Background: an optimization exercise with open tools, aiming at small area, a short achievable clock period and few clock cycles per item. Do not read the settings as production practice.
Where RTL was checked, it was by simulation tests only, not by an equivalence proof against the original.
No activity file was given, so power comes from the tool's default toggle rates.

==> flow/design.v (excerpt) <==
module moving_average_filter #(
	parameter int WINDOW_MAX  = maf_pkg::WINDOW_MAX_DEF,
	parameter int SAMPLE_BITS = maf_pkg::SAMPLE_BITS_DEF
) (
	input  logic                      clk,
	input  logic                      arst_n,
	input  logic                      cfg_we,
	input  logic [maf_pkg::WIN_W-1:0] cfg_wdata,
	input  logic                      in_valid,
	output logic                      in_ready,
	input  logic [SAMPLE_BITS-1:0]    sample,
	input  logic                      new_series,
	output logic                      out_valid,
	input  logic                      out_ready,
	output logic [SAMPLE_BITS-1:0]    average
);
Settings: LEC_CHECK=0, ABC_CLOCK_PERIOD_IN_PS=2000, CAP_MARGIN=20, CORE_MARGIN=2, CORE_UTILIZATION=60, CTS_CLUSTER_DIAMETER=80, CTS_CLUSTER_SIZE=30, SLEW_MARGIN=20, SYNTH_MEMORY_MAX_BITS=8192; clock period 10.0 ns.
standard.sh (not shown) runs the stock make flow with config.mk's settings and CLKGATE_MAP_FILE= SYNTH_SCRIPT=/design/flow/synth_recipe.tcl, a recipe that flattens the netlist after the stock synthesis.
==> flow/flow/run.sh <==
#!/bin/bash
# The standard layout (the standard.sh: standard synthesis, floorplan,
# placement, CTS, routing, finish) with the design's clock period and
# constraints; only the timing repair steps aim further below the period.
set -euo pipefail
bash standard.sh SETUP_SLACK_MARGIN=6.75 finish > standard_flow.log 2>&1
Edit:
--- a/flow/design.v
+++ b/flow/design.v
@@ -20,34 +20,39 @@
 	input  logic                 clk,
 	input  logic                 arst_n,
 	input  logic                 en,
 	input  logic                 in_valid,
 	input  logic [NUM_W-1:0]     dividend,
 	input  logic [DEN_W-1:0]     divisor,
+	input  logic [DEN_W:0]       divisor3,
 	output logic                 out_valid,
 	output logic [QUO_W-1:0]     quotient
 );
 	localparam int REM_W = NUM_W - QUO_W;
 	localparam int NSTG  = QUO_W / (2 * STEPS);
 	localparam int NREG  = NSTG - 1;
+	localparam int D3_W  = DEN_W + 1;
 	localparam int X_W   = REM_W + 2;
 	localparam int DF_W  = REM_W + 4;
 	logic [NREG*REM_W-1:0] rem_q;
 	logic [NREG*QUO_W-1:0] qb_q;
 	logic [NREG*DEN_W-1:0] den_q;
+	logic [NREG*D3_W-1:0]  den3_q;
 	logic [NREG-1:0]       v_q;
 	logic [NSTG*REM_W-1:0] rem_i;
 	logic [NSTG*QUO_W-1:0] qb_i;
 	logic [NSTG*DEN_W-1:0] den_i;
+	logic [NSTG*D3_W-1:0]  den3_i;
 	logic [NSTG-1:0]       v_i;
 	logic [NSTG*REM_W-1:0] rem_o;
 	logic [NSTG*QUO_W-1:0] qb_o;
 	function automatic logic [REM_W+QUO_W-1:0] steps_f(
 		input logic [REM_W-1:0] rem,
 		input logic [QUO_W-1:0] qb,
-		input logic [DEN_W-1:0] den
+		input logic [DEN_W-1:0] den,
+		input logic [D3_W-1:0]  den3
 	);
 		logic [REM_W-1:0] r;
 		logic [QUO_W-1:0] q;
 		logic [X_W-1:0]   x;
 		logic [DF_W-1:0]  d1;
 		logic [DF_W-1:0]  d2;
@@ -55,13 +60,13 @@
 		r = rem;
 		q = qb;
 		for (int i = 0; i < STEPS; i++) begin
 			x  = {r, q[QUO_W-1:QUO_W-2]};
 			d1 = DF_W'(x) - DF_W'(den);
 			d2 = DF_W'(x) - DF_W'({den, 1'b0});
-			d3 = DF_W'(x) - DF_W'(den) - DF_W'({den, 1'b0});
+			d3 = DF_W'(x) - DF_W'(den3);
 			if (!d3[DF_W-1]) begin
 				q = {q[QUO_W-3:0], 2'd3};
 				r = d3[REM_W-1:0];
 			end else if (!d2[DF_W-1]) begin
 				q = {q[QUO_W-3:0], 2'd2};
 				r = d2[REM_W-1:0];
@@ -75,21 +80,23 @@
 		end
 		steps_f = {r, q};
 	endfunction
 	assign rem_i[0 +: REM_W] = dividend[NUM_W-1:QUO_W];
 	assign qb_i[0 +: QUO_W]  = dividend[QUO_W-1:0];
 	assign den_i[0 +: DEN_W] = divisor;
+	assign den3_i[0 +: D3_W] = divisor3;
 	assign v_i[0]            = in_valid;
 	assign rem_i[REM_W +: NREG*REM_W] = rem_q;
 	assign qb_i[QUO_W +: NREG*QUO_W]  = qb_q;
 	assign den_i[DEN_W +: NREG*DEN_W] = den_q;
+	assign den3_i[D3_W +: NREG*D3_W]  = den3_q;
 	assign v_i[NSTG-1:1]              = v_q;
 	for (genvar s = 0; s < NSTG; s++) begin : g_stg
 		assign {rem_o[s*REM_W +: REM_W], qb_o[s*QUO_W +: QUO_W]} =
 			steps_f(rem_i[s*REM_W +: REM_W], qb_i[s*QUO_W +: QUO_W],
-				den_i[s*DEN_W +: DEN_W]);
+				den_i[s*DEN_W +: DEN_W], den3_i[s*D3_W +: D3_W]);
 	end
 	always_ff @(posedge clk or negedge arst_n) begin
 		if (!arst_n) begin
 			v_q <= '0;
 		end else if (en) begin
 			v_q <= v_i[NREG-1:0];
@@ -97,12 +104,13 @@
 	end
 	always_ff @(posedge clk) begin
 		if (en) begin
 			rem_q  <= rem_o[NREG*REM_W-1:0];
 			qb_q   <= qb_o[NREG*QUO_W-1:0];
 			den_q  <= den_i[NREG*DEN_W-1:0];
+			den3_q <= den3_i[NREG*D3_W-1:0];
 		end
 	end
 	assign out_valid = v_i[NSTG-1];
 	assign quotient  = (den_i[(NSTG-1)*DEN_W +: DEN_W] == '0) ? '0 : qb_o[(NSTG-1)*QUO_W +: QUO_W];
 endmodule
 `default_nettype wire
@@ -342,22 +350,24 @@
 			n2   <= n1;
 		end
 	end
 	logic                   v3;
 	logic [SUM_W-1:0]       sum_q;
 	logic [CNT_W-1:0]       n3;
+	logic [CNT_W:0]         n3_3;
 	always_ff @(posedge clk or negedge arst_n) begin
 		if (!arst_n) begin
 			v3 <= 1'b0;
 		end else if (en) begin
 			v3 <= v2;
 		end
 	end
 	always_ff @(posedge clk) begin
 		if (en) begin
 			n3   <= n2;
+			n3_3 <= {1'b0, n2} + {n2, 1'b0};
 			if (v2) begin
 				sum_q <= (clr2 ? SUM_W'(0) : sum_q) + {{(SUM_W-SAMPLE_BITS-1){d2[SAMPLE_BITS]}}, d2};
 			end
 		end
 	end
 	maf_divider #(
@@ -369,12 +379,13 @@
 		.clk       (clk),
 		.arst_n    (arst_n),
 		.en        (en),
 		.in_valid  (v3),
 		.dividend  (sum_q),
 		.divisor   (n3),
+		.divisor3  (n3_3),
 		.out_valid (div_v),
 		.quotient  (div_q)
 	);
 	always_ff @(posedge clk or negedge arst_n) begin
 		if (!arst_n) begin
 			out_v_q  <= 1'b0;
=>
- setup slack gets better by 0.049 ns
- synthesized area grows by 2.8%
- cell area grows by 0.63%
- fmax grows by 1.4%
- first-iteration DRC count grows by 11%
- non-clock buffer count shrinks by 232
- clock power hardly moves
- register-to-register slack gets better by 0.36 ns
- clock-buffer cell count grows by 11
Testbench counts after the change, summed over its fixed seeds: cycles 6,480, items 6,000.
For the first run of this note, only the layout was checked, not whether the RTL still works.

## what the ideal ports hide
Ports are ideal in the flow. The routed layouts listed here were re-timed in OpenROAD. Step 1 assumes that a clkbuf_16 drives the clock port and a buf_2 every other input. Step 2 times the ports against the registers' clock, not the clock port: input delays grow and output delays shrink by t, the midpoint of the rising clock arrivals with the driver on. Three values: ideal ports, drivers, drivers and shift; two values: the first two.
| run | shift t [ns] | slack for setup (ns) | latest minus earliest clock arrival (ns) | worst slew at a driven data input, ns | pins driven straight from the clock port |
|---|---|---|---|---|---|
| the first run | 0.983 | 6.492 / 6.464 / 5.674 | 0.082 / 0.083 | 0.18 | 1 |
| the second run | 0.978 | 6.541 / 6.443 / 5.820 | 0.072 / 0.072 | 0.14 | 1 |
After both steps setup and hold are still met in every run listed. The setup slack of the first run, which loses most, moves by -0.028 ns with the drivers and by -0.818 ns with both steps.
